This design comes from an exercise in tuning for small area, a short achievable clock period and few clock cycles per item on the open sky130 flow, not from production work. Function was checked by simulation only, so behaviour that the tests miss may differ from the original. Power figures rest on the tool's default switching activity, not on a simulated workload.

==> flow/design.v <==
package xadac_pkg;
  localparam int unsigned VecDataWidth  = 64;
  localparam int unsigned VecSumWidth   = 32;
  localparam int unsigned VecElemWidth  = 8;
  localparam int unsigned IdWidth       = 4;
  localparam int unsigned RsDataWidth   = 32;
  localparam int unsigned NumRs         = 2;
  localparam int unsigned NumVs         = 3;
  localparam int unsigned VregAddrWidth = 5;
  localparam int unsigned InstrVdLsb  = 7;
  localparam int unsigned InstrVs1Lsb = 15;
  localparam int unsigned InstrVs2Lsb = 20;
  typedef logic [IdWidth-1:0]       id_t;
  typedef logic [VecDataWidth-1:0]  vec_t;
  typedef logic [VregAddrWidth-1:0] vreg_addr_t;
  typedef enum logic [1:0] {
    ST_IDLE = 2'd0,
    ST_DEC  = 2'd1,
    ST_EXE  = 2'd2,
    ST_RET  = 2'd3
  } state_e;
  typedef struct packed {
    id_t         id;
    logic [31:0] instr;
  } dec_req_t;
  typedef struct packed {
    id_t  id;
    logic accept;
  } dec_rsp_t;
  typedef struct packed {
    id_t                                    id;
    logic [31:0]                            instr;
    logic [NumRs-1:0][RsDataWidth-1:0]      rs_data;
    logic [NumVs-1:0][VecDataWidth-1:0]     vs_data;
  } exe_req_t;
  typedef struct packed {
    id_t        id;
    vreg_addr_t vd_addr;
    vec_t       vd_data;
    logic       vd_write;
  } exe_rsp_t;
  function automatic logic [VregAddrWidth-1:0] instr_vd(input logic [31:0] ins);
    instr_vd = ins[InstrVdLsb +: VregAddrWidth];
  endfunction
  function automatic logic [VregAddrWidth-1:0] instr_vs1(input logic [31:0] ins);
    instr_vs1 = ins[InstrVs1Lsb +: VregAddrWidth];
  endfunction
  function automatic logic [VregAddrWidth-1:0] instr_vs2(input logic [31:0] ins);
    instr_vs2 = ins[InstrVs2Lsb +: VregAddrWidth];
  endfunction
endpackage
import xadac_pkg::*;
module xadac_mux4 (
  input  logic [3:0] d,
  input  logic [1:0] s,
  output logic       y
);
  assign y = d[s];
endmodule
module xadac_aoi222 (
  input  logic a0, b0, a1, b1, a2, b2,
  output logic y
);
  assign y = !((a0 && b0) || (a1 && b1) || (a2 && b2));
endmodule
module xadac_aoi22 (
  input  logic a0, b0, a1, b1,
  output logic y
);
  assign y = !((a0 && b0) || (a1 && b1));
endmodule
module xadac_vrf_rd (
  input  logic [4:0]                 i_addr,
  input  logic [32*VecDataWidth-1:0] i_mem,
  output logic [VecDataWidth-1:0]    o_data
);
  logic [7:0] w_sel;
  always_comb begin
    for (int unsigned k = 0; k < 8; k++) begin
      w_sel[k] = (i_addr[4:2] == 3'(k));
    end
  end
  for (genvar b = 0; b < VecDataWidth; b++) begin : g_bit
    logic [7:0] w_m;
    logic [2:0] w_grp_n;
    for (genvar k = 0; k < 8; k++) begin : g_m
      xadac_mux4 u_mux (
        .d ({i_mem[(4*k+3)*VecDataWidth + b], i_mem[(4*k+2)*VecDataWidth + b],
             i_mem[(4*k+1)*VecDataWidth + b], i_mem[(4*k)*VecDataWidth + b]}),
        .s (i_addr[1:0]),
        .y (w_m[k])
      );
    end
    xadac_aoi222 u_g0 (
      .a0(w_sel[0]), .b0(w_m[0]), .a1(w_sel[1]), .b1(w_m[1]), .a2(w_sel[2]), .b2(w_m[2]),
      .y (w_grp_n[0])
    );
    xadac_aoi222 u_g1 (
      .a0(w_sel[3]), .b0(w_m[3]), .a1(w_sel[4]), .b1(w_m[4]), .a2(w_sel[5]), .b2(w_m[5]),
      .y (w_grp_n[1])
    );
    xadac_aoi22 u_g2 (
      .a0(w_sel[6]), .b0(w_m[6]), .a1(w_sel[7]), .b1(w_m[7]),
      .y (w_grp_n[2])
    );
    assign o_data[b] = !(&w_grp_n);
  end
endmodule
module xadac_vrf
#(
  parameter int unsigned NumVregs = 32
) (
  input  logic                     clk,
  input  logic                     i_wr_en,
  input  logic [VregAddrWidth-1:0] i_wr_addr,
  input  logic [VecDataWidth-1:0]  i_wr_data,
  input  logic [VregAddrWidth-1:0] i_rd_addr,
  output logic [VecDataWidth-1:0]  o_rd_data,
  input  logic [VregAddrWidth-1:0] i_src_addr,
  output logic [VecDataWidth-1:0]  o_src_data
);
  logic [VecDataWidth-1:0]          r_mem [NumVregs];
  logic [32*VecDataWidth-1:0]       w_mem;
  always_ff @(posedge clk) begin
    if (i_wr_en) begin
      r_mem[i_wr_addr] <= i_wr_data;
    end
  end
  for (genvar r = 0; r < 32; r++) begin : g_mem
    assign w_mem[r*VecDataWidth +: VecDataWidth] = r_mem[r];
  end
  xadac_vrf_rd u_rd (
    .i_addr (i_rd_addr),
    .i_mem  (w_mem),
    .o_data (o_rd_data)
  );
  xadac_vrf_rd u_src (
    .i_addr (i_src_addr),
    .i_mem  (w_mem),
    .o_data (o_src_data)
  );
endmodule
import xadac_pkg::*;
module xadac_issue
#(
  parameter int unsigned NumVregs = 32,
  parameter int unsigned IdInit   = 0
) (
  input  logic                     clk,
  input  logic                     rst,
  input  logic                     instr_valid,
  output logic                     instr_ready,
  input  logic [31:0]              instr,
  output logic                     done_valid,
  output logic                     done_accept,
  output logic                     done_err,
  input  logic                     vrf_wr_en,
  input  logic [VregAddrWidth-1:0] vrf_wr_addr,
  input  logic [VecDataWidth-1:0]  vrf_wr_data,
  input  logic [VregAddrWidth-1:0] vrf_rd_addr,
  output logic [VecDataWidth-1:0]  vrf_rd_data,
  output logic                     mst_dec_req_valid,
  input  logic                     mst_dec_req_ready,
  output logic [IdWidth-1:0]       mst_dec_req_id,
  output logic [31:0]              mst_dec_req_instr,
  input  logic                     mst_dec_rsp_valid,
  output logic                     mst_dec_rsp_ready,
  input  logic [IdWidth-1:0]       mst_dec_rsp_id,
  input  logic                     mst_dec_rsp_accept,
  output logic                     mst_exe_req_valid,
  input  logic                     mst_exe_req_ready,
  output logic [IdWidth-1:0]       mst_exe_req_id,
  output logic [31:0]              mst_exe_req_instr,
  output logic [NumRs*RsDataWidth-1:0]  mst_exe_req_rs_data,
  output logic [NumVs*VecDataWidth-1:0] mst_exe_req_vs_data,
  input  logic                     mst_exe_rsp_valid,
  output logic                     mst_exe_rsp_ready,
  input  logic [IdWidth-1:0]       mst_exe_rsp_id,
  input  logic [VregAddrWidth-1:0] mst_exe_rsp_vd_addr,
  input  logic [VecDataWidth-1:0]  mst_exe_rsp_vd_data,
  input  logic                     mst_exe_rsp_vd_write
);
  logic                     r_dec;
  logic                     r_exe;
  logic [IdWidth-1:0]       r_id;
  logic [31:0]              r_instr;
  logic                     r_err;
  logic [VecDataWidth-1:0]  r_vs1;
  logic [VecDataWidth-1:0]  r_vs2;
  logic                     w_idle;
  logic                     w_take;
  logic                     w_dec_done;
  logic                     w_exe_done;
  logic                     w_exe_wr;
  logic                     w_host_wr;
  logic                     w_vrf_we;
  logic [VregAddrWidth-1:0] w_vrf_waddr;
  logic [VecDataWidth-1:0]  w_vrf_wdata;
  logic [VregAddrWidth-1:0] w_src_addr;
  logic [VecDataWidth-1:0]  w_src_data;
  logic                     w_dec_err;
  logic                     w_exe_err;
  assign w_idle      = !r_dec && !r_exe;
  assign instr_ready = w_idle && !rst;
  assign w_take      = instr_ready && instr_valid;
  assign w_dec_done  = r_dec && mst_dec_rsp_valid;
  assign w_exe_done  = r_exe && mst_exe_rsp_valid;
  assign w_exe_wr    = w_exe_done && mst_exe_rsp_vd_write && !rst;
  assign w_host_wr   = vrf_wr_en && instr_ready;
  assign w_vrf_we    = w_exe_wr || w_host_wr;
  assign w_vrf_waddr = r_exe ? mst_exe_rsp_vd_addr : vrf_wr_addr;
  assign w_vrf_wdata = r_exe ? mst_exe_rsp_vd_data : vrf_wr_data;
  assign w_src_addr = w_idle ? instr[InstrVs1Lsb +: VregAddrWidth] :
                      r_dec  ? r_instr[InstrVs2Lsb +: VregAddrWidth] :
                               r_instr[InstrVdLsb +: VregAddrWidth];
  xadac_vrf #(
    .NumVregs(NumVregs)
  ) u_vrf (
    .clk        (clk),
    .i_wr_en    (w_vrf_we),
    .i_wr_addr  (w_vrf_waddr),
    .i_wr_data  (w_vrf_wdata),
    .i_rd_addr  (vrf_rd_addr),
    .o_rd_data  (vrf_rd_data),
    .i_src_addr (w_src_addr),
    .o_src_data (w_src_data)
  );
  assign w_dec_err = (mst_dec_rsp_id != r_id);
  assign w_exe_err = r_err || (mst_exe_rsp_id != r_id);
  always_ff @(posedge clk) begin
    if (rst) begin
      r_dec <= 1'b0;
      r_exe <= 1'b0;
      r_id  <= IdWidth'(IdInit);
    end else begin
      if (w_take) begin
        r_dec <= 1'b1;
      end
      if (w_dec_done) begin
        r_dec <= 1'b0;
        r_exe <= mst_dec_rsp_accept;
        if (!mst_dec_rsp_accept) begin
          r_id <= r_id + IdWidth'(1);
        end
      end
      if (w_exe_done) begin
        r_exe <= 1'b0;
        r_id  <= r_id + IdWidth'(1);
      end
    end
  end
  always_ff @(posedge clk) begin
    if (w_take) begin
      r_instr <= instr;
    end
    if (w_dec_done) begin
      r_err <= w_dec_err;
    end
    if (w_idle) begin
      r_vs1 <= (vrf_wr_en && vrf_wr_addr == instr[InstrVs1Lsb +: VregAddrWidth]) ?
               vrf_wr_data : w_src_data;
    end
    if (r_dec) begin
      r_vs2 <= w_src_data;
    end
  end
  assign mst_dec_req_valid = r_dec;
  assign mst_dec_rsp_ready = r_dec;
  assign mst_exe_req_valid = r_exe;
  assign mst_exe_rsp_ready = r_exe;
  assign mst_dec_req_id      = r_id;
  assign mst_dec_req_instr   = r_instr;
  assign mst_exe_req_id      = r_id;
  assign mst_exe_req_instr   = r_instr;
  assign mst_exe_req_rs_data = '0;
  assign mst_exe_req_vs_data = {w_src_data, r_vs2, r_vs1};
  assign done_valid  = w_dec_done && !mst_dec_rsp_accept || w_exe_done;
  assign done_accept = r_exe;
  assign done_err    = r_exe ? w_exe_err : w_dec_err;
endmodule
clock: 6.0 ns
lec_check: 0
cap_margin: 20
core_margin: 2
core_utilization: 45
setup_slack_margin: 1.0
slew_margin: 20
synth_hierarchical: 1
synth_minimum_keep_size: 0
standard.sh (not shown) runs the stock make flow with config.mk's settings and CLKGATE_MAP_FILE= SYNTH_SCRIPT=/design/flow/synth_recipe.tcl, a recipe that flattens the netlist after the stock synthesis.
==> flow/flow/run.sh <==
#!/bin/bash
# Own layout flow: the standard synthesis unchanged, then the standard
# ORFS steps with these changes:
#   - ports buffered with buf_2 instead of the default delay buffer
#   - resizing not restricted to matching footprints, so the repair can
#     size the port buffers and other cells on critical paths
#   - CTS with larger sink clusters and no dummy loads
# Each step's full output goes to a log file of its own here.
set -euo pipefail
bash standard.sh synth > synth.log 2>&1
bash standard.sh \
  MATCH_CELL_FOOTPRINT=0 \
  "BUFFER_PORTS_ARGS=-buffer_cell sky130_fd_sc_hd__buf_1" \
  "CTS_ARGS=-sink_clustering_enable -repair_clock_nets -dont_use_dummy_load -sink_clustering_size 30 -sink_clustering_max_diameter 100" \
  finish > layout.log 2>&1
The first run completed with no timing, DRC or antenna violations.
Testbench counts at the start, summed over its fixed seeds: cycles 16,871, instrs 4,000.
Edit:
--- a/flow/flow/run.sh
+++ b/flow/flow/run.sh
@@ -12,4 +12,4 @@
   MATCH_CELL_FOOTPRINT=0 \
   "BUFFER_PORTS_ARGS=-buffer_cell sky130_fd_sc_hd__buf_1" \
-  "CTS_ARGS=-sink_clustering_enable -repair_clock_nets -dont_use_dummy_load -sink_clustering_size 30 -sink_clustering_max_diameter 100" \
+  "CTS_ARGS=-sink_clustering_enable -repair_clock_nets -dont_use_dummy_load -sink_clustering_size 25 -sink_clustering_max_diameter 100" \
   finish > layout.log 2>&1
- SETUP_SLACK_MARGIN: 1.0 -> 2.0
- SYNTH_HIERARCHICAL: 1 -> not set
- SYNTH_MINIMUM_KEEP_SIZE: 0 -> not set
- wire length goes up by a quarter to a third
- register-to-register slack improves by 0.44 ns
- non-clock buffer count grows by 486
- final area rises by roughly a tenth
- area after synthesis rises by a few percent
- utilization went up by 4.1 points
- sequential share of layout area came out lower by 6.5 points
- final cell count is higher by well over a third
- combinational power increases by well over a third
Edit:
- SETUP_SLACK_MARGIN: 2.0 -> 1.6
- SYNTH_HIERARCHICAL: not set -> 1
- SYNTH_MINIMUM_KEEP_SIZE: not set -> 0
What happened: The new run finished clean. Hold slack degrades by 0.013 ns. Global-route usage came out lower by 5.8 points. Clock skew came out lower by 0.029 ns.
Edit:
--- a/flow/flow/run.sh
+++ b/flow/flow/run.sh
@@ -12,4 +12,4 @@
   MATCH_CELL_FOOTPRINT=0 \
   "BUFFER_PORTS_ARGS=-buffer_cell sky130_fd_sc_hd__buf_1" \
-  "CTS_ARGS=-sink_clustering_enable -repair_clock_nets -dont_use_dummy_load -sink_clustering_size 25 -sink_clustering_max_diameter 100" \
+  "CTS_ARGS=-sink_clustering_enable -repair_clock_nets -dont_use_dummy_load -sink_clustering_size 30 -sink_clustering_max_diameter 100" \
   finish > layout.log 2>&1
- SETUP_SLACK_MARGIN: 1.6 -> 1.5
- SYNTH_HIERARCHICAL: 1 -> not set
- SYNTH_MINIMUM_KEEP_SIZE: 0 -> not set
Global-route usage went up by 1.7 points. Routed wire length grows by 17%. Worst setup slack improved by 0.36 ns.

-- port drivers added, routing unchanged --
No port has a modelled driver above. Below, the same layouts with a new extraction and two added sets of constraints.
Step 1 (the two cells are an assumption about what drives the block):
set clk [get_ports {clk}]
set_driving_cell -lib_cell sky130_fd_sc_hd__clkbuf_16 $clk
set_driving_cell -lib_cell sky130_fd_sc_hd__buf_2 [delete_from_list [all_inputs] $clk]
Step 2, shift: input delay + t, output delay - t, t = (earliest + latest rising clock arrival at the registers) / 2. This alone moves slack from input paths to output paths.
a / b / c = ideal ports / drivers / drivers and shift; a / b = the first two.
run | t, ns | setup slack, ns | worst setup path after step 2 | worst register clock-pin slew, ns | worst data-port slew with drivers (ns)
the first run | 0.857 | 0.902 / 0.856 / 0.860 | input to output | 0.12 / 0.12 | 0.15
the second run | 0.887 | 1.317 / 1.268 / 1.268 | input to output | 0.11 / 0.11 | 0.19
the third run | 0.867 | 0.942 / 0.848 / 0.924 | input to output | 0.10 / 0.10 | 0.13
the fourth run | 0.856 | 1.298 / 1.140 / 1.140 | input to output | 0.12 / 0.12 | 0.23
After both steps every run listed still meets setup and hold. For the fourth run, which loses most, drivers alone change the setup slack by -0.158 ns; drivers and shift together by -0.158 ns.
